This is an optimization exercise on Yosys and OpenROAD, whose aim is a short achievable clock period and few clock cycles, not a production implementation. Function was checked by simulation only, so behaviour that the tests miss may differ from the original.

==> flow/design.v (outline; a module is shown in full before it is edited, if it fits) <==
// module pn_alu: 46 lines
// module pn_mul3: 24 lines
// module pn_alu_small: 34 lines
// module pn_bigmul: 1211 lines
// module pn_operand_stack: 54 lines
// module pn_token_buffer: 75 lines
// module pn_evaluator: 230 lines
// module pn_top: 53 lines
module pn_top (
    input  logic             clk,
    input  logic             rst_n,
    input  logic             in_valid,
    input  logic             mode,
    input  logic             operator,
    input  logic [2:0]       in,
    output logic             out_valid,
    output pn_pkg::pn_word_t out
);
  // ...
==> flow/flow/run.sh <==
#!/bin/bash
set -o pipefail
export SETUP_SLACK_MARGIN=${PN_SETUP_MARGIN:-7.6}
bash standard.sh > standard.log 2>&1
==> flow/standard.sh <==
#!/bin/bash
# synth_recipe.tcl (not shown) runs the flow's synth.tcl, then flattens the netlist and writes it again
# the make line also repeats each setting of config.mk as NAME=value (left out here)
make -C /OpenROAD-flow-scripts/flow DESIGN_CONFIG=/design/flow/config.mk WORK_HOME=/design/flow/orfs CLKGATE_MAP_FILE= SYNTH_SCRIPT=/design/flow/synth_recipe.tcl "${@:-finish}"
==> flow/config.mk <==
export PLATFORM = sky130hd
export DESIGN_NAME = pn_top
export DESIGN_NICKNAME = pn_top
export VERILOG_FILES = /design/flow/design.v
export SDC_FILE = /design/flow/constraint.sdc
export NUM_CORES = 4
export LEC_CHECK = 0
export ABC_CLOCK_PERIOD_IN_PS = 1500
export CAP_MARGIN = 20
export CORE_MARGIN = 2
export CORE_UTILIZATION = 40
export SLEW_MARGIN = 20
export TNS_END_PERCENT = 5
==> flow/constraint.sdc <==
create_clock -name core_clock -period 11.0 [get_ports {clk}]
set_input_delay 2.2000 -clock core_clock [delete_from_list [all_inputs] [get_ports {clk}]]
set_output_delay 2.2000 -clock core_clock [all_outputs]
set_load 0.01 [all_outputs]
==> metrics.md, run 1 <==
| Metric | Value |
|---|---|
| Number of CTS-inserted buffers | between 60 and 70 |
| Highest achievable clock rate | 219 MHz |
| Global-route total usage across every layer | 32.8% |
| Minimum setup slack among reg-to-reg paths | 6.43 ns |
| Number of cells produced by synthesis | 5781 |
| Count of cells along the worst hold path | 0 |
| Multi-Input Combinational | ~4500 |
| Relative slew slack | about a quarter |
| Largest family of logic cells by synthesized area | compound AO/OA/AOI/OAI gates |
| Sink of the worst hold path | u_evaluator.u_bigmul.ps[1] |
| Vertical extent of the die | 355 um |
| Number of buffers outside the clock class in the layout | 417 |
| Adder-cell area share of the yosys netlist | 15.9% |
| CTS root buffer | clkbuf_16 |
| Fraction of final layout cells with drive strength greater than 1 | 14.5% |
| Max-cap violations | 0 |
| Utilization of the core after routing | 47.8% |
| Setup Skew | 0.0514 ns |
| Result of the run | timing/DRC/antenna clean |
| Hold Violations, Final | 0 |
| Most used DFF post-synth | edfxtp_1 |
| Remaining antenna violation count | 0 |
| Met3 track demand over resource in global routing | between 10% and 20% |
| Start of the worst register-to-register path | u_evaluator.n_spec_q[6] |
| Final setup viols | 0 |
| Levels on crit path | 13 |
| Nature of the critical path startpoint | flop |
| Maximum fanout along the worst path | 17 |
| Setup repair after global routing missed its margin | yes |
Testbench counts, summed over its fixed seeds: cycles 5,191.
==> module pn_token_buffer, before the edit <==
module pn_token_buffer (
    input  logic                clk,
    input  logic                rst_n,
    input  logic                in_valid,
    input  logic                mode,
    input  logic                operator,
    input  logic [2:0]          in,
    input  logic                rd_advance,   
    input  logic                frame_done,   
    output logic [3:0]          token,
    output logic                token_avail,
    output logic                bypass,       
    output pn_pkg::pn_tok_idx_t token_count,  
    output logic                last_token,   
    output logic                frame_active,
    output logic                frame_closed,
    output pn_pkg::pn_mode_e    frame_mode
);
    logic [3:0]          entries [pn_pkg::PN_MAX_TOKENS];
    pn_pkg::pn_tok_idx_t count_q;
    pn_pkg::pn_tok_idx_t rd_q;
    pn_pkg::pn_tok_idx_t rd_p1;
    pn_pkg::pn_mode_e    mode_q;
    logic                closed_q;
    logic [3:0]          cur_q;
    logic [3:0]          in_tok;
    logic                first;
    assign in_tok = {operator, in};
    assign first  = (count_q == '0);
    assign rd_p1  = rd_q + pn_pkg::pn_tok_idx_t'(1);
    assign bypass = (rd_q == count_q);
    always_ff @(posedge clk or negedge rst_n) begin
        if (!rst_n) begin
            count_q  <= '0;
            rd_q     <= '0;
            closed_q <= 1'b0;
            mode_q   <= pn_pkg::MODE_PREFIX;
        end else if (frame_done) begin
            count_q  <= '0;
            rd_q     <= '0;
            closed_q <= 1'b0;
        end else begin
            if (in_valid) begin
                count_q <= count_q + pn_pkg::pn_tok_idx_t'(1);
            end else if (!first) begin
                closed_q <= 1'b1;
            end
            if (rd_advance) begin
                rd_q <= rd_p1;
            end
            if (first && in_valid) begin
                mode_q <= pn_pkg::pn_mode_e'(mode);
            end
        end
    end
    always_ff @(posedge clk) begin
        if (in_valid) begin
            entries[count_q] <= in_tok;
        end
        if (rd_advance) begin
            cur_q <= (rd_p1 == count_q) ? in_tok : entries[rd_p1];
        end else if (bypass) begin
            cur_q <= in_tok;
        end
    end
    assign token        = bypass ? in_tok : cur_q;
    assign token_avail  = bypass ? in_valid : 1'b1;
    assign token_count  = count_q;
    assign frame_active = !first;
    assign frame_closed = closed_q || !in_valid;
    assign frame_mode   = first ? pn_pkg::pn_mode_e'(mode) : mode_q;
    assign last_token   = bypass ? (count_q == pn_pkg::pn_tok_idx_t'(14))
                                 : (rd_p1 == count_q &&
                                    (frame_closed || count_q == pn_pkg::pn_tok_idx_t'(15)));
endmodule
==> module pn_evaluator, before the edit <==
module pn_evaluator (
    input  logic                clk,
    input  logic                rst_n,
    input  logic [3:0]          tok_token,
    input  logic                tok_avail,
    input  logic                tok_last,
    input  logic                tok_frame_active,
    input  logic                tok_frame_closed,
    input  pn_pkg::pn_mode_e    tok_frame_mode,
    output logic                tok_rd_advance,
    output logic                tok_frame_done,
    output logic                out_valid,
    output pn_pkg::pn_word_t    out
);
    logic                casc_q;
    logic [1:0]          mw_q;
    pn_pkg::pn_data_t    t_q;
    pn_pkg::pn_data_t    n_q;
    pn_pkg::pn_data_t    n_spec_q;
    logic [2:0]          top_op_q;
    logic [3:0]          top_oh_q;    
    logic                top_hl_q;
    logic                top_vld_q;
    logic                postfix;
    logic                is_oper;
    logic [2:0]          tok_val;
    pn_pkg::pn_data_t    tok_data;
    pn_pkg::pn_data_t    alu_res;
    logic                need_big;
    pn_pkg::pn_data_t    big_s, big_c;
    pn_pkg::pn_data_t    spec_res;
    pn_pkg::pn_data_t    red_res;
    logic                stk_push, stk_pop;
    pn_pkg::pn_data_t    stk_top;
    logic [2:0]          stk_top_op;
    logic                stk_top_hl;
    logic                stk_top_vld;
    logic                step;        
    logic                pf_push;     
    logic                pf_oper;     
    logic                pf_end;      
    logic                px_push;     
    logic                px_left;     
    logic                px_lone;     
    logic                px_reduce;   
    logic                big_use;
    logic                done;
    pn_pkg::pn_data_t    done_val;
    assign postfix  = (tok_frame_mode == pn_pkg::MODE_POSTFIX);
    assign is_oper  = tok_token[3];
    assign tok_val  = tok_token[2:0];
    assign tok_data = pn_pkg::pn_data_t'({{(pn_pkg::PN_DATA_W-3){1'b0}}, tok_val});
    function automatic logic [3:0] op_onehot(input logic [2:0] code);
        op_onehot = {code == pn_pkg::OP_ABS_SUM, code == pn_pkg::OP_MUL,
                     code == pn_pkg::OP_SUB,
                     code != pn_pkg::OP_ABS_SUM && code != pn_pkg::OP_MUL &&
                     code != pn_pkg::OP_SUB};
    endfunction
    logic [3:0] alu_oh;
    assign alu_oh = postfix ? op_onehot(tok_val) : top_oh_q;
    pn_alu u_alu (
        .lhs      (n_q),
        .rhs      (t_q),
        .op_oh    (alu_oh),
        .big_s    (big_s),
        .big_c    (big_c),
        .result   (alu_res),
        .need_big (need_big)
    );
    pn_bigmul u_bigmul (
        .clk (clk),
        .a   (n_q),
        .b   (t_q),
        .ps  (big_s),
        .pc  (big_c)
    );
    pn_alu_small u_spec (
        .lhs    (n_spec_q),
        .op_oh  (top_oh_q),
        .val    (tok_val),
        .result (spec_res)
    );
    assign red_res = casc_q ? alu_res : spec_res;
    always_comb begin
        pf_push   = 1'b0;
        pf_oper   = 1'b0;
        pf_end    = 1'b0;
        px_push   = 1'b0;
        px_left   = 1'b0;
        px_lone   = 1'b0;
        px_reduce = 1'b0;
        if (postfix) begin
            if (tok_avail) begin
                pf_push = !is_oper;
                pf_oper = is_oper;
            end else begin
                pf_end  = tok_frame_active;
            end
        end else if (casc_q) begin
            px_reduce = 1'b1;
        end else if (tok_avail) begin
            if (is_oper) begin
                px_push = 1'b1;
            end else if (!top_vld_q) begin
                px_lone = 1'b1;
            end else if (!top_hl_q) begin
                px_left = 1'b1;
            end else begin
                px_reduce = 1'b1;
            end
        end
    end
    assign big_use = (pf_oper || (px_reduce && casc_q)) && need_big;
    assign step    = !(big_use && mw_q != 2'd3);
    always_ff @(posedge clk or negedge rst_n) begin
        if (!rst_n) begin
            mw_q <= '0;
        end else if (big_use && mw_q != 2'd3) begin
            mw_q <= mw_q + 2'd1;
        end else begin
            mw_q <= '0;
        end
    end
    assign tok_rd_advance = step && (pf_push || pf_oper || px_push || px_left || px_lone ||
                                     (px_reduce && !casc_q));
    assign stk_push = step && (pf_push || px_push);
    assign stk_pop  = step && (pf_oper || px_reduce);
    pn_operand_stack u_stack (
        .clk       (clk),
        .rst_n     (rst_n),
        .clear     (1'b0),
        .push      (stk_push),
        .pop       (stk_pop),
        .push_data (n_q),
        .push_op   (top_op_q),
        .push_hl   (top_hl_q),
        .push_vld  (top_vld_q),
        .top       (stk_top),
        .top_op    (stk_top_op),
        .top_hl    (stk_top_hl),
        .top_vld   (stk_top_vld)
    );
    always_ff @(posedge clk or negedge rst_n) begin
        if (!rst_n) begin
            casc_q    <= 1'b0;
            top_vld_q <= 1'b0;
        end else if (step) begin
            if (px_push) begin
                top_vld_q <= 1'b1;
            end else if (px_reduce) begin
                top_vld_q <= stk_top_vld;
                casc_q    <= stk_top_vld && stk_top_hl;
            end
        end
    end
    logic             t_en, n_en, n_spec_en;
    logic             t_alu, n_alu;
    pn_pkg::pn_data_t t_other, n_other, n_d;
    assign t_en  = step && (pf_push || pf_oper || px_reduce);
    assign t_alu = pf_oper || casc_q;
    assign t_other = pf_push ? tok_data : spec_res;
    assign n_en  = step && (pf_push || pf_oper || px_left || px_reduce);
    assign n_alu = px_reduce && casc_q && !stk_top_hl;
    always_comb begin
        if (pf_push) begin
            n_other = t_q;
        end else if (px_left) begin
            n_other = tok_data;
        end else if (px_reduce && !stk_top_hl) begin
            n_other = spec_res;
        end else begin
            n_other = stk_top;
        end
    end
    assign n_d = n_alu ? alu_res : n_other;
    assign n_spec_en = n_en && !postfix;
    always_ff @(posedge clk) begin
        if (t_en) begin
            t_q <= t_alu ? alu_res : t_other;
        end
        if (n_en) begin
            n_q <= n_d;
        end
        if (n_spec_en) begin
            n_spec_q <= n_d;
        end
        if (step) begin
            if (px_push) begin
                top_op_q <= tok_val;
                top_oh_q <= op_onehot(tok_val);
                top_hl_q <= 1'b0;
            end else if (px_left) begin
                top_hl_q <= 1'b1;
            end else if (px_reduce) begin
                top_op_q <= stk_top_op;
                top_oh_q <= op_onehot(stk_top_op);
                top_hl_q <= 1'b1;
            end
        end
    end
    logic o_alu, o_spec, o_t, o_x;
    pn_pkg::pn_data_t o_other;
    assign o_alu  = step && ((pf_oper && tok_last) || (px_reduce && casc_q && !stk_top_vld));
    assign o_spec = px_reduce && !casc_q && !stk_top_vld;
    assign o_t    = pf_end;
    assign o_x    = (pf_push && tok_last) || px_lone;
    assign done   = o_alu || o_spec || o_t || o_x;
    always_comb begin
        if (o_spec) begin
            o_other = spec_res;
        end else if (o_t) begin
            o_other = t_q;
        end else if (o_x) begin
            o_other = tok_data;
        end else begin
            o_other = '0;
        end
    end
    assign done_val = o_alu ? alu_res : o_other;
    assign tok_frame_done = done;
    always_ff @(posedge clk or negedge rst_n) begin
        if (!rst_n) begin
            out_valid <= 1'b0;
            out       <= '0;
        end else begin
            out_valid <= done;
            out       <= pn_pkg::pn_word_t'(done_val);
        end
    end
endmodule
==> module pn_top, before the edit <==
module pn_top (
    input  logic             clk,
    input  logic             rst_n,
    input  logic             in_valid,
    input  logic             mode,
    input  logic             operator,
    input  logic [2:0]       in,
    output logic             out_valid,
    output pn_pkg::pn_word_t out
);
    logic [3:0]          tok_token;
    logic                tok_avail;
    logic                tok_bypass;
    pn_pkg::pn_tok_idx_t tok_count;
    logic                tok_last;
    logic                tok_frame_active;
    logic                tok_frame_closed;
    pn_pkg::pn_mode_e    tok_frame_mode;
    logic                tok_rd_advance;
    logic                tok_frame_done;
    pn_token_buffer u_token_buffer (
        .clk          (clk),
        .rst_n        (rst_n),
        .in_valid     (in_valid),
        .mode         (mode),
        .operator     (operator),
        .in           (in),
        .rd_advance   (tok_rd_advance),
        .frame_done   (tok_frame_done),
        .token        (tok_token),
        .token_avail  (tok_avail),
        .bypass       (tok_bypass),
        .token_count  (tok_count),
        .last_token   (tok_last),
        .frame_active (tok_frame_active),
        .frame_closed (tok_frame_closed),
        .frame_mode   (tok_frame_mode)
    );
    pn_evaluator u_evaluator (
        .clk              (clk),
        .rst_n            (rst_n),
        .tok_token        (tok_token),
        .tok_avail        (tok_avail),
        .tok_last         (tok_last),
        .tok_frame_active (tok_frame_active),
        .tok_frame_closed (tok_frame_closed),
        .tok_frame_mode   (tok_frame_mode),
        .tok_rd_advance   (tok_rd_advance),
        .tok_frame_done   (tok_frame_done),
        .out_valid        (out_valid),
        .out              (out)
    );
endmodule
==> run 2: changes to the inputs <==
--- a/flow/design.v
+++ b/flow/design.v
@@ -1404,2 +1404,3 @@
     output logic [3:0]          token,
+    output logic [3:0]          token_op_oh,  
     output logic                token_avail,
@@ -1419,2 +1420,4 @@
     logic [3:0]          cur_q;
+    logic [3:0]          cur_oh_q;
+    logic [3:0]          in_oh, next_oh;
     logic [3:0]          in_tok;
@@ -1422,2 +1425,9 @@
     assign in_tok = {operator, in};
+    function automatic logic [3:0] op_onehot(input logic [2:0] code);
+        op_onehot = {code == pn_pkg::OP_ABS_SUM, code == pn_pkg::OP_MUL,
+                     code == pn_pkg::OP_SUB,
+                     code != pn_pkg::OP_ABS_SUM && code != pn_pkg::OP_MUL &&
+                     code != pn_pkg::OP_SUB};
+    endfunction
+    assign in_oh = op_onehot(in);
     assign first  = (count_q == '0);
@@ -1454,5 +1464,7 @@
         if (rd_advance) begin
-            cur_q <= (rd_p1 == count_q) ? in_tok : entries[rd_p1];
+            cur_q    <= (rd_p1 == count_q) ? in_tok : entries[rd_p1];
+            cur_oh_q <= (rd_p1 == count_q) ? in_oh : op_onehot(entries[rd_p1][2:0]);
         end else if (bypass) begin
-            cur_q <= in_tok;
+            cur_q    <= in_tok;
+            cur_oh_q <= in_oh;
         end
@@ -1460,2 +1472,3 @@
     assign token        = bypass ? in_tok : cur_q;
+    assign token_op_oh  = bypass ? in_oh : cur_oh_q;
     assign token_avail  = bypass ? in_valid : 1'b1;
@@ -1474,2 +1487,3 @@
     input  logic [3:0]          tok_token,
+    input  logic [3:0]          tok_op_oh,
     input  logic                tok_avail,
@@ -1529,3 +1543,3 @@
     logic [3:0] alu_oh;
-    assign alu_oh = postfix ? op_onehot(tok_val) : top_oh_q;
+    assign alu_oh = postfix ? tok_op_oh : top_oh_q;
     pn_alu u_alu (
@@ -1712,2 +1726,3 @@
     logic [3:0]          tok_token;
+    logic [3:0]          tok_op_oh;
     logic                tok_avail;
@@ -1731,2 +1746,3 @@
         .token        (tok_token),
+        .token_op_oh  (tok_op_oh),
         .token_avail  (tok_avail),
@@ -1743,2 +1759,3 @@
         .tok_token        (tok_token),
+        .tok_op_oh        (tok_op_oh),
         .tok_avail        (tok_avail),
==> metrics.md, run 2 <==
| Metric | Value |
|---|---|
| Commonest non-fill, non-tap cell in the layout | nand2_1 (unchanged) |
| Clock-pin slew on the worst setup and hold paths | 0.07 ns (was 0.06 ns) |
| Setup Total Neg Slack | 0 ns (unchanged) |
| Max-slew violation count | 0 (unchanged) |
| Final period util | 42.4% (was 41.6%) |
| Number of enable flip-flop cells after synthesis | 312 (unchanged) |
| Start of the worst register-to-register path | u_evaluator.n_spec_q[11] (was u_evaluator.n_spec_q[6]) |
| Final setup viols | 0 (unchanged) |
| Registers with the highest flip-flop counts | u_evaluator.u_stack.data (144), u_token_buffer.entries (64) (unchanged) |
| Fraction of final layout cells with drive strength greater than 1 | 16.8% (was 14.5%) |
| Wirelength, routed | 230000 um (was 215000 um) |
| I/O pin count | 41 (unchanged) |
| Register cell area after layout | 14400 um^2 (was 14300 um^2) |
| DR iter-0 viols | 7830 (was 8036) |
| Fill cell instance count of the final layout | 11900 (was 11600) |
| Area share of the leading cell type in the synthesized netlist | 18.5% (was 19.0%) |
| Highest achievable clock rate | 214 MHz (was 219 MHz) |
| Leading cell types by total area after synthesis | edfxtp_1, fa_1, dfxtp_1 (unchanged) |
| First-pass GRT wire length | 327000 um (was 311000 um) |
| List of most frequent post-synthesis cells | nand2_1, a21oi_1, nor2_1 (was nand2_1, a21oi_1, o21ai_0) |
| Insertion delay of the later-clocked pin in the worst-skew pair | 0.69 ns (was 0.71 ns) |
| Multi-input gate area | 35900 um^2 (was 34200 um^2) |
| Max Root-Sink Buffers | 3 (unchanged) |
| Sort of element at the end of the critical path | flop (unchanged) |
| Register name with the most flops | u_evaluator.u_stack.data (unchanged) |
| Synthesis-to-layout area growth | 20.6% (was 18.2%) |
| Cts hold-fix bufs | 0 (unchanged) |
| Horizontal die dimension | 359 um (was 355 um) |
| CTS root buffer | clkbuf_16 (unchanged) |
| Max-cap violations | 0 (unchanged) |
| Number of vias after detailed routing | 51400 (was 49100) |
| Crit Path Category | input port to flop (was flop to flop) |
| Unique masters post-synth | 110 (was 107) |
| Flip-flop and latch count after synthesis | 550 (was 546) |
| Commonest cells after routing, fill and taps aside | nand2_1, nor2_1, a21oi_1 (was nand2_1, a21oi_1, nor2_1) |
| Worst hold path startpoint | u_evaluator.u_bigmul.r1_2 (was u_evaluator.u_bigmul.r1_1) |
| Count leader, synth | nand2_1 (unchanged) |
| DRC viols | 0 (unchanged) |
| Number of nets in the synthesized netlist | 6470 (was 6286) |
| Setup repair after global routing missed its margin | yes (unchanged) |
| # clock sinks | 550 (was 546) |
| Half-perimeter wire length after detailed placement | 151000 um (was 143000 um) |
| Number of input and output port buffers inserted | 40 (unchanged) |
| Path class of the lowest-slack min-delay path | flop to flop (unchanged) |
| Arr. time, crit path | 5.09 ns (was 5.07 ns) |
| Count of cells along the worst hold path | 0 (unchanged) |
| Cell row count | 130 (was 128) |
| Maximum number of pins on one net before global-route repair | 91 (was 108) |
| Result of the run | timing/DRC/antenna clean (unchanged) |
| Setup Skew | 0.0283 ns (was 0.0514 ns) |
| Total iterations of the first detailed-routing run | 8 (was 9) |
| Number of global-route vias before repair | 48100 (was 45900) |
| Synthesized area divided by synthesized cell count | 8.47 um^2 (was 8.53 um^2) |
| Slew at the pin with the worst max-slew slack | 1.11 ns (was 1.10 ns) |
| Dominant cell type by area after synthesis | edfxtp_1 (unchanged) |
| H-Tree Level Count | 2 (unchanged) |
| Max reg flops | 144 (unchanged) |
| Total number of nets in the final design | 6599 (was 6349) |
| Minimum setup slack among reg-to-reg paths | 6.36 ns (was 6.43 ns) |
| Critical R2R Capture | u_evaluator.n_q[22] (was u_evaluator.n_q[18]) |
| Via count normalized by instance count | 6.59 (was 6.52) |
| Number of CTS-inserted buffers | 60 (was 61) |
| Cell Area, Synth | 50500 um^2 (was 49300 um^2) |
| Period minus WS final | 4.67 ns (was 4.57 ns) |
| Most used DFF post-synth | edfxtp_1 (unchanged) |
| Warnings, synthesis | 8 (unchanged) |
| Depth of the worst register-to-register path | 14 (was 13) |
| Die Area | 129000 um^2 (was 126000 um^2) |
| Sequential area share after synthesis | 28.4% (was 29.0%) |
| Area of the core | 126000 um^2 (was 122000 um^2) |
| Global-route total usage across every layer | 33.7% (was 32.8%) |
| Vertical extent of the die | 359 um (was 355 um) |
| Fraction of synthesis flops using an asynchronous set or reset pin | 8.18% (was 8.24%) |
| Sink of the worst hold path | u_evaluator.u_bigmul.pc[1] (was u_evaluator.u_bigmul.ps[1]) |
| Number of cells produced by synthesis | 5965 (was 5781) |
| Routability congestion estimate from global placement | 1.08 (was 1.02) |
| Relative slew slack | 25.4% (was 26.2%) |
| Post-detailed-route wirelength per cell | 29.5 um (was 28.5 um) |
| Residual overflow from global routing | 0 (unchanged) |
| Starting density of the core | 40.2% (was 40.4%) |
| Remaining antenna violation count | 0 (unchanged) |
| Required time at the worst-slack endpoint | 11.42 ns (was 11.50 ns) |
| Hold Violations, Final | 0 (unchanged) |
| Maximum fanout along the worst path | 6 (was 17) |
| Nature of the critical path startpoint | input port (was flop) |
| TritonCTS clock tree | yes (unchanged) |
| Antenna violations before repair | 12 (was 13) |
==> run 2: cell count changes in the layout (fill, tap and decap cells not counted), moves of 17 or more <==
cell,previous run,this run
nor2_1,327,351
mux2i_1,76,57
a31oi_1,41,60
xor2_1,80,61
buf_4,267,317
o211ai_1,47,66
xnor2_1,271,248
nand2_1,871,891
a211oi_1,55,38
==> run 2: worst max path at each step <==
stage,cells past startpoint,slack (ns),startpoint,to
after global routing,14,6.39,u_evaluator.n_spec_q[13],u_evaluator.n_spec_q[22]
after detailed placement,15,3.90,in[0],u_evaluator.n_spec_q[19]
after global placement,15,3.65,in[0],u_evaluator.n_spec_q[19]
final,14,6.33,in[0],u_evaluator.n_q[19]
after floorplan,10,4.97,in[0],u_evaluator.u_stack.data[0][0]
after CTS,13,6.55,in[0],u_evaluator.n_spec_q[13]
==> run 2: kinds of logic (layout without fill, tap and decap cells) <==
kind of cell               Yosys count  count (layout)  synth area share [%]
and+or+nand+nor                   2050            2056                  18.8
AOI/OAI and AO/OA                 1726            1726                  23.0
buffers and inverters              706             877                  5.72
DFF                                550             550                  28.4
adders and majority gates          497             497                  15.5
xor gates and xnor gates           328             328                  5.70
muxes                              108             110                  2.75
other                                0               4                     0
==> run 2: cell type report <==
| type | count | share of cell area [%] |
|---|---|---|
| well taps | 1650 | 3.39 |
| flip-flops and latches | 550 | 23.6 |
| multi-input cells | 4717 | 58.9 |
| clock inverters | 37 | 0.706 |
| repair inverters | 3 | 0.0390 |
| repair buffers | 498 | 8.93 |
| diodes | 4 | 0.0164 |
| clock buffers | 75 | 2.69 |
| inverters | 264 | 1.80 |
==> run 2: through the flow <==
stage	area [um^2]	utilization, %	setup slack [ns]	std cells	hold slack (ns)
floorplan	50600	-	4.97	5965	0.310
global placement	52300	41.7	3.65	7360	0.312
detailed placement	52300	41.7	3.90	7360	0.312
CTS	58800	46.8	6.55	7705	0.322
global route	60900	48.5	6.39	7795	0.335
finish	60900	48.5	6.33	7798	0.321
==> run 2: repair_timing <==
action | CTS | global route
resized for setup | 462 | 279
pin swaps | 78 | 71
gates cloned | 36 | 6
setup buffers | 197 | 83
endpoints found under the setup margin | 582 | 586
==> run 2: per-layer routing <==
metal | wire [um] | vias to the layer above | global-route usage [%]
met2 | 93800 | 3769 | 49.1
met3 | 31300 | 1051 | 11.4
li1 | - | 21800 | -
met5 | 140 | - | 0.592
met1 | 86600 | 24800 | 43.2
met4 | 18300 | 6 | 20.1
==> run 2: worst max-delay path: stages <==
cell	delay (ns)
buf_8	0.11
buf_12	0.14
nand2b_4	0.18
mux2_4	0.35
buf_12	0.18
nor3_4	0.23
nor4_1	0.09
o211ai_1	0.38
o211ai_1	0.35
a2111oi_4	0.39
buf_4	0.20
nand2_2	0.06
a21oi_2	0.16
a21oi_2	0.05
Testbench counts of run 2, summed over its fixed seeds: cycles 5,191.
==> module pn_alu_small, before the edit <==
module pn_alu_small #(
    parameter int W = pn_pkg::PN_DATA_W
) (
    input  pn_pkg::pn_data_t lhs,
    input  logic [3:0]       op_oh,
    input  logic [2:0]       val,
    output pn_pkg::pn_data_t result
);
    logic [W-1:0]   a;
    logic [8*W-1:0] c_add, c_sub, c_mul, c_abs;
    logic [W-1:0]   r_add, r_sub, r_mul, r_abs;
    assign a = lhs;
    for (genvar v = 0; v < 8; v++) begin : g_val
        localparam logic [W-1:0] VW = v;
        localparam logic [W-1:0] VN = 1 - v;
        logic [W-1:0] ra, rb, s, d, ns, m;
        assign s  = a + VW;
        assign d  = a - VW;
        assign ns = (~a) + VN;
        pn_mul3 u_mul (.big(a), .sm(VW[2:0]), .prod(m));
        assign c_add[v*W +: W] = s;
        assign c_sub[v*W +: W] = d;
        assign c_mul[v*W +: W] = m;
        assign c_abs[v*W +: W] = s[W-1] ? ns : s;
    end
    assign r_add = c_add[val*W +: W];
    assign r_sub = c_sub[val*W +: W];
    assign r_mul = c_mul[val*W +: W];
    assign r_abs = c_abs[val*W +: W];
    assign result = ({W{op_oh[0]}} & r_add)
                  | ({W{op_oh[1]}} & r_sub)
                  | ({W{op_oh[2]}} & r_mul)
                  | ({W{op_oh[3]}} & r_abs);
endmodule
==> run 3: changes to the inputs <==
--- a/flow/design.v
+++ b/flow/design.v
@@ -100,14 +100,43 @@
 );
+    localparam int U = W - 3;
     logic [W-1:0]   a;
+    logic [U-1:0]   hi, hi_p, hi_m;
+    logic [W-1:0]   a3, a5, a7;
     logic [8*W-1:0] c_add, c_sub, c_mul, c_abs;
     logic [W-1:0]   r_add, r_sub, r_mul, r_abs;
-    assign a = lhs;
+    assign a    = lhs;
+    assign hi   = a[W-1:3];
+    assign hi_p = hi + 1'b1;
+    assign hi_m = hi - 1'b1;
+    assign a3 = a + {a[W-2:0], 1'b0};
+    assign a5 = a + {a[W-3:0], 2'b0};
+    assign a7 = {a[W-4:0], 3'b0} - a;
     for (genvar v = 0; v < 8; v++) begin : g_val
-        localparam logic [W-1:0] VW = v;
-        localparam logic [W-1:0] VN = 1 - v;
-        logic [W-1:0] ra, rb, s, d, ns, m;
-        assign s  = a + VW;
-        assign d  = a - VW;
-        assign ns = (~a) + VN;
-        pn_mul3 u_mul (.big(a), .sm(VW[2:0]), .prod(m));
+        localparam logic [3:0] V4 = v;
+        localparam logic [4:0] N5 = 5'(1 - v);
+        logic [3:0]   ls, ld;
+        logic [4:0]   ln;
+        logic [W-1:0] s, d, ns, m;
+        assign ls = {1'b0, a[2:0]} + V4;
+        assign s  = {ls[3] ? hi_p : hi, ls[2:0]};
+        assign ld = {1'b0, a[2:0]} - V4;
+        assign d  = {ld[3] ? hi_m : hi, ld[2:0]};
+        assign ln = {2'b00, ~a[2:0]} + N5;
+        always_comb begin
+            case (ln[4:3])
+                2'b01:   ns = {~hi_m, ln[2:0]};
+                2'b11:   ns = {~hi_p, ln[2:0]};
+                default: ns = {~hi, ln[2:0]};
+            endcase
+        end
+        case (v)
+            0:       assign m = '0;
+            1:       assign m = a;
+            2:       assign m = {a[W-2:0], 1'b0};
+            3:       assign m = a3;
+            4:       assign m = {a[W-3:0], 2'b0};
+            5:       assign m = a5;
+            6:       assign m = {a3[W-2:0], 1'b0};
+            default: assign m = a7;
+        endcase
         assign c_add[v*W +: W] = s;
==> metrics.md, run 3 <==
| Metric | Value |
|---|---|
| Total number of nets in the final design | 6831 (was 6599) |
| Result of the run | timing/DRC/antenna clean (unchanged) |
| Termination of the worst setup path | u_evaluator.out[15] (was u_evaluator.n_q[19]) |
| Slew at the pin with the worst max-slew slack | 1.27 ns (was 1.11 ns) |
| Final period util | 40.6% (was 42.4%) |
| Fraction of synthesis flops using an asynchronous set or reset pin | 8.18% (unchanged) |
| Number of CTS-inserted buffers | 55 (was 60) |
| Start of the worst register-to-register path | u_evaluator.n_spec_q[3] (was u_evaluator.n_spec_q[11]) |
| Max Root-Sink Buffers | 3 (unchanged) |
| Number of enable flip-flop cells after synthesis | 312 (unchanged) |
| Number of cells produced by synthesis | 6136 (was 5965) |
| Post-detailed-route wirelength per cell | 31.1 um (was 29.5 um) |
| Cell Area, Synth | 51600 um^2 (was 50500 um^2) |
| Sort of element at the end of the critical path | flop (unchanged) |
| Highest achievable clock rate | 224 MHz (was 214 MHz) |
| Number of nets in the synthesized netlist | 6641 (was 6470) |
| List of most frequent post-synthesis cells | nand2_1, a21oi_1, nor2_1 (unchanged) |
| Synthesis-to-layout area growth | 22.4% (was 20.6%) |
| I/O pin count | 41 (unchanged) |
| Required time at the worst-slack endpoint | 11.52 ns (was 11.42 ns) |
| Global-route total usage across every layer | 36.0% (was 33.7%) |
| Nature of the critical path startpoint | input port (unchanged) |
| Maximum cell stage delay along the critical path | 0.40 ns (was 0.39 ns) |
| Max-slew violation count | 0 (unchanged) |
| Antenna violations before repair | 16 (was 12) |
| Half-perimeter wire length after detailed placement | 162000 um (was 151000 um) |
| Maximum number of pins on one net before global-route repair | 85 (was 91) |
| Most used DFF post-synth | edfxtp_1 (unchanged) |
| First-pass GRT wire length | 349000 um (was 327000 um) |
| Area share of the leading cell type in the synthesized netlist | 18.2% (was 18.5%) |
| CTS root buffer | clkbuf_16 (unchanged) |
| TritonCTS clock tree | yes (unchanged) |
| Max reg flops | 144 (unchanged) |
| Dominant cell type by area after synthesis | edfxtp_1 (unchanged) |
| Utilization of the core after routing | 49.5% (was 48.5%) |
| Setup slack after layout | 6.53 ns (was 6.33 ns) |
| Cell row count | 131 (was 130) |
| Depth of the worst register-to-register path | 18 (was 14) |
| Unique masters post-synth | 109 (was 110) |
| Hold Violations, Final | 0 (unchanged) |
| Critical R2R Capture | u_evaluator.n_spec_q[10] (was u_evaluator.n_q[22]) |
| Registers with the highest flip-flop counts | u_evaluator.u_stack.data (144), u_token_buffer.entries (64) (unchanged) |
| Max-cap violations | 0 (unchanged) |
| Commonest cells after routing, fill and taps aside | nand2_1, a21oi_1, buf_4 (was nand2_1, nor2_1, a21oi_1) |
| Relative slew slack | 15.2% (was 25.4%) |
| Horizontal die dimension | 363 um (was 359 um) |
| Period minus WS final | 4.47 ns (was 4.67 ns) |
| Crit Path Category | input port to flop (unchanged) |
| Synthesized area divided by synthesized cell count | 8.41 um^2 (was 8.47 um^2) |
| Commonest non-fill, non-tap cell in the layout | nand2_1 (unchanged) |
| Flip-flop and latch count after synthesis | 550 (unchanged) |
| Minimum setup slack among reg-to-reg paths | 6.61 ns (was 6.36 ns) |
| Number of vias after detailed routing | 53300 (was 51400) |
| Maximum fanout along the worst path | 6 (unchanged) |
| Final setup viols | 0 (unchanged) |
| Cell at the slowest stage of the critical path | a21oi_4 (was a2111oi_4) |
| Warnings, synthesis | 9 (was 8) |
| Setup WS pre-CTS | 3.96 ns (was 3.90 ns) |
| H-Tree Level Count | 2 (unchanged) |
| Insertion delay of the later-clocked pin in the worst-skew pair | 0.66 ns (was 0.69 ns) |
| Remaining antenna violation count | 0 (unchanged) |
| Sequential area share after synthesis | 27.8% (was 28.4%) |
| Via count normalized by instance count | 6.63 (was 6.59) |
| Arr. time, crit path | 4.99 ns (was 5.09 ns) |
| Die Area | 132000 um^2 (was 129000 um^2) |
| Area post-placement | 53700 um^2 (was 52300 um^2) |
| Routability congestion estimate from global placement | 1.05 (was 1.08) |
| Number of input and output port buffers inserted | 40 (unchanged) |
| Count leader, synth | nand2_1 (unchanged) |
| DRC viols | 0 (unchanged) |
| Startpoint of the most critical setup path | in[1] (was in[0]) |
| DR iter-0 viols | 7866 (was 7830) |
| Fraction of final layout cells with drive strength greater than 1 | 18.5% (was 16.8%) |
| Final std cell area, no fill | 63200 um^2 (was 60900 um^2) |
| Wirelength, routed | 250000 um (was 230000 um) |
| Total iterations of the first detailed-routing run | 7 (was 8) |
| Setup Total Neg Slack | 0 ns (unchanged) |
| Path class of the lowest-slack min-delay path | flop to flop (unchanged) |
| Smallest hold slack | 0.320 ns (was 0.321 ns) |
| Setup Skew | 0.0200 ns (was 0.0283 ns) |
| Starting density of the core | 40.4% (was 40.2%) |
| Series of cell instances along the critical path | buf_12 -> buf_12 -> a21oi_4 -> buf_12 -> o221ai_4 -> buf_6 -> buf_6 -> mux2i_4 -> buf_6 -> nor2_2 -> xnor2_1 -> a222oi_1 -> nand2_1 -> buf_4 -> o21ai_1 -> o211ai_1 (was buf_8 -> buf_12 -> nand2b_4 -> mux2_4 -> buf_12 -> nor3_4 -> nor4_1 -> o211ai_1 -> o211ai_1 -> a2111oi_4 -> buf_4 -> nand2_2 -> a21oi_2 -> a21oi_2) |
| Area of the core | 128000 um^2 (was 126000 um^2) |
| Clock-pin slew on the worst setup and hold paths | 0.07 ns (about the same) |
| Setup repair after global routing missed its margin | yes (unchanged) |
| # clock sinks | 550 (unchanged) |
| Residual overflow from global routing | 0 (unchanged) |
| Number of global-route vias before repair | 49200 (was 48100) |
| Leading cell types by total area after synthesis | edfxtp_1, fa_1, dfxtp_1 (unchanged) |
| Register name with the most flops | u_evaluator.u_stack.data (unchanged) |
| Vertical extent of the die | 363 um (was 359 um) |
-- run 3: cell types whose count changed in the layout (fill, tap and decap cells not counted), moves of 18 or more --
cell and delta:
buf_4 +84, a21oi_1 +66, xnor2_1 +39, a211oi_1 +21, nor2_4 +20, nand3_1 -18, xor2_1 +18
-- run 3: layer usage --
| metal | vias to the layer above | GRT usage (%) | routed length (um) |
|---|---|---|---|
| met5 | - | 0 | 98 |
| met4 | 14 | 17.6 | 15700 |
| met3 | 993 | 13.9 | 37400 |
| met2 | 4038 | 48.9 | 96400 |
| met1 | 25900 | 49.4 | 100000 |
| li1 | 22400 | - | - |
-- run 3: stage by stage --
stage	cells
floorplan	6136
CTS	7898
finish	8039
detailed placement	7537
global placement	7537
global route	8034
-- run 3: worst max-delay path: cells and delay by family --
family / cells / cell delay, ns
mux: 1 / 0.19
xor+xnor: 1 / 0.12
simple gates: 2 / 0.28
compound gates: 5 / 1.09
buf+inv: 7 / 1.07
-- run 3: area by class of cell --
class,instances,area (um^2)
Clock buffer,65,1440
Tap cell,1662,2080
Timing Repair Buffer,597,6510
Antenna cell,5,12.5
Timing Repair inverter,1,7.51
Multi-Input combinational cell,4852,37100
Clock inverter,38,552
Fill cell,12000,64500
Sequential cell,550,14400
Inverter,269,1090
-- run 3: how the worst min path moves through the flow --
stage	startpoint	endpoint	slack (ns)	cells past startpoint
after floorplan	u_evaluator.u_bigmul.r1_2	u_evaluator.u_bigmul.pc[1]	0.31	0
after global placement	u_evaluator.u_bigmul.r1_5	u_evaluator.u_bigmul.pc[2]	0.31	0
after detailed placement	u_evaluator.u_bigmul.r1_2	u_evaluator.u_bigmul.pc[1]	0.31	0
after CTS	u_evaluator.u_bigmul.r1_5	u_evaluator.u_bigmul.pc[2]	0.32	0
after global routing	u_evaluator.u_bigmul.r1_5	u_evaluator.u_bigmul.pc[2]	0.33	0
final	u_evaluator.u_bigmul.r1_5	u_evaluator.u_bigmul.pc[2]	0.32	0
-- run 3: logic make-up after synthesis --
kind of cell | Yosys count | synth area share, %
buf+inv | 745 | 5.80
mux | 113 | 2.87
xor+xnor | 388 | 6.70
fa+ha+maj | 497 | 15.2
compound gates | 1788 | 23.0
flops | 550 | 27.8
simple gates | 2055 | 18.6
-- run 3: repair_timing --
item                                    in CTS  in global routing
endpoints found under the setup margin     581                563
hold buffers                                 0                  0
cloned                                      41                 10
pin swaps                                   86                114
gates resized for setup                    469                286
setup buffers                              217                124
Testbench counts of run 3, summed over its fixed seeds: cycles 5,191.
==> run 4: changes to the inputs <==
--- a/flow/design.v
+++ b/flow/design.v
@@ -104,4 +104,3 @@
     logic [W-1:0]   a3, a5, a7;
-    logic [8*W-1:0] c_add, c_sub, c_mul, c_abs;
-    logic [W-1:0]   r_add, r_sub, r_mul, r_abs;
+    logic [8*W-1:0] cands;
     assign a    = lhs;
@@ -141,15 +140,8 @@
         endcase
-        assign c_add[v*W +: W] = s;
-        assign c_sub[v*W +: W] = d;
-        assign c_mul[v*W +: W] = m;
-        assign c_abs[v*W +: W] = s[W-1] ? ns : s;
+        assign cands[v*W +: W] = ({W{op_oh[0]}} & s)
+                               | ({W{op_oh[1]}} & d)
+                               | ({W{op_oh[2]}} & m)
+                               | ({W{op_oh[3]}} & (s[W-1] ? ns : s));
     end
-    assign r_add = c_add[val*W +: W];
-    assign r_sub = c_sub[val*W +: W];
-    assign r_mul = c_mul[val*W +: W];
-    assign r_abs = c_abs[val*W +: W];
-    assign result = ({W{op_oh[0]}} & r_add)
-                  | ({W{op_oh[1]}} & r_sub)
-                  | ({W{op_oh[2]}} & r_mul)
-                  | ({W{op_oh[3]}} & r_abs);
+    assign result = cands[val*W +: W];
 endmodule
==> metrics.md, run 4 <==
| Metric | Value |
|---|---|
| Most used DFF post-synth | edfxtp_1 (unchanged) |
| Highest achievable clock rate | 233 MHz (was 224 MHz) |
| Residual overflow from global routing | 0 (unchanged) |
| Number of vias after detailed routing | 53700 (was 53300) |
| Fill cell instance count of the final layout | 12000 (about the same) |
| Hold Violations, Final | 0 (unchanged) |
| Cell row count | 132 (was 131) |
| Sort of element at the end of the critical path | flop (unchanged) |
| Unique masters post-synth | 106 (was 109) |
| Commonest cells after routing, fill and taps aside | nand2_1, nor2_1, xnor2_1 (was nand2_1, a21oi_1, buf_4) |
| Registers with the highest flip-flop counts | u_evaluator.u_stack.data (144), u_token_buffer.entries (64) (unchanged) |
| Antenna violations before repair | 16 (unchanged) |
| Total number of nets in the final design | 6865 (was 6831) |
| Path class of the lowest-slack min-delay path | flop to flop (unchanged) |
| Register name with the most flops | u_evaluator.u_stack.data (unchanged) |
| Commonest non-fill, non-tap cell in the layout | nand2_1 (unchanged) |
| Number of nets in the synthesized netlist | 6690 (was 6641) |
| Dominant cell type by area after synthesis | edfxtp_1 (unchanged) |
| Post-detailed-route wirelength per cell | 29.3 um (was 31.1 um) |
| Global-route total usage across every layer | 33.9% (was 36.0%) |
| Flip-flop and latch count after synthesis | 550 (unchanged) |
| I/O pin count | 41 (unchanged) |
| # clock sinks | 550 (unchanged) |
| Cell Area, Synth | 52100 um^2 (was 51600 um^2) |
| Worst path top cell family by delay | compound AO/OA/AOI/OAI gates (unchanged) |
| Vertical extent of the die | 365 um (was 363 um) |
| Max reg flops | 144 (unchanged) |
| Result of the run | timing/DRC/antenna clean (unchanged) |
| Most numerous cell on the critical path | buf_6 |
| Insertion delay of the later-clocked pin in the worst-skew pair | 0.67 ns (was 0.66 ns) |
| Slew at the pin with the worst max-slew slack | 1.14 ns (was 1.27 ns) |
| Setup Skew | 0.0350 ns (was 0.0200 ns) |
| Final period util | 39.1% (was 40.6%) |
| Period minus WS final | 4.30 ns (was 4.47 ns) |
| Final setup viols | 0 (unchanged) |
| Setup repair after global routing missed its margin | yes (unchanged) |
| Warnings, synthesis | 9 (unchanged) |
| DR iter-0 viols | 8481 (was 7866) |
| Max Root-Sink Buffers | 3 (unchanged) |
| Cell total after placement | 7657 (was 7537) |
| Fraction of final layout cells with drive strength greater than 1 | 19.1% (was 18.5%) |
| Relative slew slack | 22.7% (was 15.2%) |
| Start of the worst register-to-register path | u_evaluator.n_q[0] (was u_evaluator.n_spec_q[3]) |
| Synthesized area divided by synthesized cell count | 8.42 um^2 (was 8.41 um^2) |
| Maximum number of pins on one net before global-route repair | 118 (was 85) |
| Clock-pin slew on the worst setup and hold paths | 0.08 ns (was 0.07 ns) |
| Number of enable flip-flop cells after synthesis | 312 (unchanged) |
| Levels on crit path | 19 (was 16) |
| Leading cell types by total area after synthesis | edfxtp_1, fa_1, dfxtp_1 (unchanged) |
| Number of CTS-inserted buffers | 57 (was 55) |
| Sequential area share after synthesis | 27.6% (was 27.8%) |
| H-Tree Level Count | 2 (unchanged) |
| Routability congestion estimate from global placement | 1.04 (was 1.05) |
| Fraction of synthesis flops using an asynchronous set or reset pin | 8.18% (unchanged) |
| TritonCTS clock tree | yes (unchanged) |
| Number of cells produced by synthesis | 6186 (was 6136) |
| Series of cell instances along the critical path | buf_6 -> buf_12 -> buf_8 -> nor3_4 -> buf_6 -> buf_6 -> a22oi_1 -> nand2_1 -> ha_4 -> and2_4 -> a221o_1 -> nor4_4 -> buf_4 -> buf_4 -> nor2_1 -> a21oi_2 -> xor2_2 -> o211ai_1 -> a221o_1 (was buf_12 -> buf_12 -> a21oi_4 -> buf_12 -> o221ai_4 -> buf_6 -> buf_6 -> mux2i_4 -> buf_6 -> nor2_2 -> xnor2_1 -> a222oi_1 -> nand2_1 -> buf_4 -> o21ai_1 -> o211ai_1) |
| Starting density of the core | 40.3% (was 40.4%) |
| Count leader, synth | nand2_1 (unchanged) |
| Area of the core | 129000 um^2 (was 128000 um^2) |
| Max-cap violations | 0 (unchanged) |
| Arr. time, crit path | 4.68 ns (was 4.99 ns) |
| Setup Total Neg Slack | 0 ns (unchanged) |
| First-pass GRT wire length | 334000 um (was 349000 um) |
| Depth of the worst register-to-register path | 19 (was 18) |
| Startpoint of the most critical setup path | u_evaluator.n_q[0] (was in[1]) |
| Max-slew violation count | 0 (unchanged) |
| Cell at the slowest stage of the critical path | edfxtp_1 (was a21oi_4) |
| Crit Path Category | flop to flop (was input port to flop) |
| Non-filler instance count after layout | 8170 (was 8039) |
| Maximum cell stage delay along the critical path | 0.42 ns (was 0.40 ns) |
| Number of global-route vias before repair | 48900 (was 49200) |
| Minimum setup slack among reg-to-reg paths | 6.70 ns (was 6.61 ns) |
| Area share of the leading cell type in the synthesized netlist | 18.0% (was 18.2%) |
| Maximum fanout along the worst path | 5 (was 6) |
| Number of input and output port buffers inserted | 40 (unchanged) |
| Horizontal die dimension | 365 um (was 363 um) |
| Synthesis-to-layout area growth | 23.0% (was 22.4%) |
| Die Area | 133000 um^2 (was 132000 um^2) |
| List of most frequent post-synthesis cells | nand2_1, nor2_1, xnor2_1 (was nand2_1, a21oi_1, nor2_1) |
| Nature of the critical path startpoint | flop (was input port) |
| Remaining antenna violation count | 0 (unchanged) |
| Required time at the worst-slack endpoint | 11.38 ns (was 11.52 ns) |
| Cts hold-fix bufs | 0 (unchanged) |
| Total iterations of the first detailed-routing run | 14 (was 7) |
| Termination of the worst setup path | u_evaluator.n_spec_q[14] (was u_evaluator.out[15]) |
| DRC viols | 0 (unchanged) |
| Half-perimeter wire length after detailed placement | 153000 um (was 162000 um) |
| Via count normalized by instance count | 6.58 (was 6.63) |
| Critical R2R Capture | u_evaluator.n_spec_q[14] (was u_evaluator.n_spec_q[10]) |
| CTS root buffer | clkbuf_16 (unchanged) |
| Wirelength, routed | 240000 um (was 250000 um) |
| CP Buf/Inv Count | 7 (unchanged) |
==> run 4: changes by cell type in the layout (fill, tap and decap cells not counted), moves of 19 or more <==
cell	delta
a21oi_1	-94
ha_1	-24
xnor2_1	+129
o221ai_1	+21
nand2_1	-53
a22oi_1	-27
o22ai_1	-35
a31oi_1	-20
ha_4	+19
a221oi_1	+40
nor2_1	+70
nand3_1	+26
==> run 4: through the flow <==
step / area, um^2 / hold slack, ns / util, % / setup slack [ns]
after CTS: 60800 / 0.320 / 47.0 / 6.90
final: 64100 / 0.315 / 49.5 / 6.70
after floorplan: 52100 / 0.310 / - / 5.04
after global placement: 54300 / 0.311 / 42.0 / 4.04
after global routing: 64000 / 0.327 / 49.5 / 6.65
after detailed placement: 54300 / 0.312 / 42.0 / 3.88
==> run 4: final cells by class <==
type / count / area, um^2 / share of cell area, %
Tap cell: 1742 / 2180 / 3.40
Clock inverter: 27 / 297 / 0.463
Timing Repair Buffer: 589 / 6180 / 9.64
Antenna cell: 19 / 47.5 / 0.0742
Clock buffer: 80 / 1620 / 2.52
Sequential cell: 550 / 14400 / 22.4
Timing Repair inverter: 2 / 20.0 / 0.0312
Multi-Input combinational cell: 4899 / 38200 / 59.7
Inverter: 262 / 1120 / 1.75
==> run 4: worst min path at each step <==
stage                              start                          to  cells past startpoint
6_report       u_evaluator.u_bigmul.r1_0  u_evaluator.u_bigmul.ps[0]                      0
5_1_grt        u_evaluator.u_bigmul.r1_0  u_evaluator.u_bigmul.ps[0]                      0
4_1_cts        u_evaluator.u_bigmul.r1_0  u_evaluator.u_bigmul.ps[0]                      0
3_5_place_dp   u_evaluator.u_bigmul.r1_1  u_evaluator.u_bigmul.ps[1]                      0
3_3_place_gp   u_evaluator.u_bigmul.r1_2  u_evaluator.u_bigmul.pc[1]                      0
2_1_floorplan  u_evaluator.u_bigmul.r1_2  u_evaluator.u_bigmul.pc[1]                      0
==> run 4: layer usage <==
metal	up-vias	wire length [um]	global-route usage (%)
met5	-	272	0
met1	25900	91100	44.4
met3	1222	33300	11.5
met2	4102	94900	47.9
met4	14	20200	20.7
li1	22500	-	-
==> run 4: cells by family (layout without fill, tap and decap cells) <==
kind of cell	after synthesis	after routing	synth area share (%)
xor+xnor	505	505	8.51
compound gates	1661	1661	21.8
fa+ha+maj	496	496	15.1
flops	550	550	27.6
buf+inv	749	960	5.59
other cells	0	19	0
mux	112	115	2.70
simple gates	2113	2122	18.8
==> run 4: worst reg2reg max path, cell delays in order, from the launching register on <==
cell      delay (ns)
edfxtp_1        0.42
buf_6           0.15
buf_12          0.15
buf_8           0.15
nor3_4          0.20
buf_6           0.15
buf_6           0.10
a22oi_1         0.06
nand2_1         0.13
ha_4            0.22
and2_4          0.16
a221o_1         0.38
nor4_4          0.28
buf_4           0.18
buf_4           0.11
nor2_1          0.05
a21oi_2         0.22
xor2_2          0.28
o211ai_1        0.24
a221o_1         0.42
==> run 4: timing repair <==
action | 4_1_cts | 5_1_grt
pin swaps | 125 | 112
endpoints found under the hold margin | 0 | 0
gates cloned | 34 | 18
gates resized for setup | 582 | 347
endpoints found under the setup margin | 589 | 574
buffers inserted | 195 | 140
Testbench counts of run 4, summed over its fixed seeds: cycles 5,191.

==> afterwards: timing with drivers on the ports <==
The flow's constraints put no driver on any port. The routed layouts listed below were extracted and timed again, unchanged, in two steps.
Step 1 (the two cells are an assumption about what drives the block):
set clk [get_ports {clk}]
set_driving_cell -lib_cell sky130_fd_sc_hd__clkbuf_16 $clk
set_driving_cell -lib_cell sky130_fd_sc_hd__buf_2 [delete_from_list [all_inputs] $clk]
Step 2 adds t to the input delays and takes it off the output delays; t is the mean of the earliest and latest rising clock arrival at the registers after step 1. Input paths then give back, and output paths get back, about the clock's delay inside the block.
Three values: ideal ports, drivers, drivers and shift; two values: the first two.
run | shift t [ns] | setup slack, ns | hold slack, ns | clock arrival spread, ns | pins driven straight from the clock port
run 1 | 0.755 | 6.429 / 6.429 / 5.729 | 0.327 / 0.327 / 0.327 | 0.054 / 0.054 | 1
run 2 | 0.758 | 6.332 / 6.358 / 5.614 | 0.321 / 0.321 / 0.321 | 0.033 / 0.033 | 1
run 3 | 0.717 | 6.534 / 6.527 / 5.810 | 0.320 / 0.320 / 0.320 | 0.020 / 0.020 | 1
run 4 | 0.718 | 6.703 / 6.703 / 6.118 | 0.315 / 0.315 / 0.315 | 0.036 / 0.037 | 1
After both steps setup and hold are still met in every run listed. The setup slack of run 3, which loses most, moves by -0.007 ns with the drivers and by -0.724 ns with both steps.
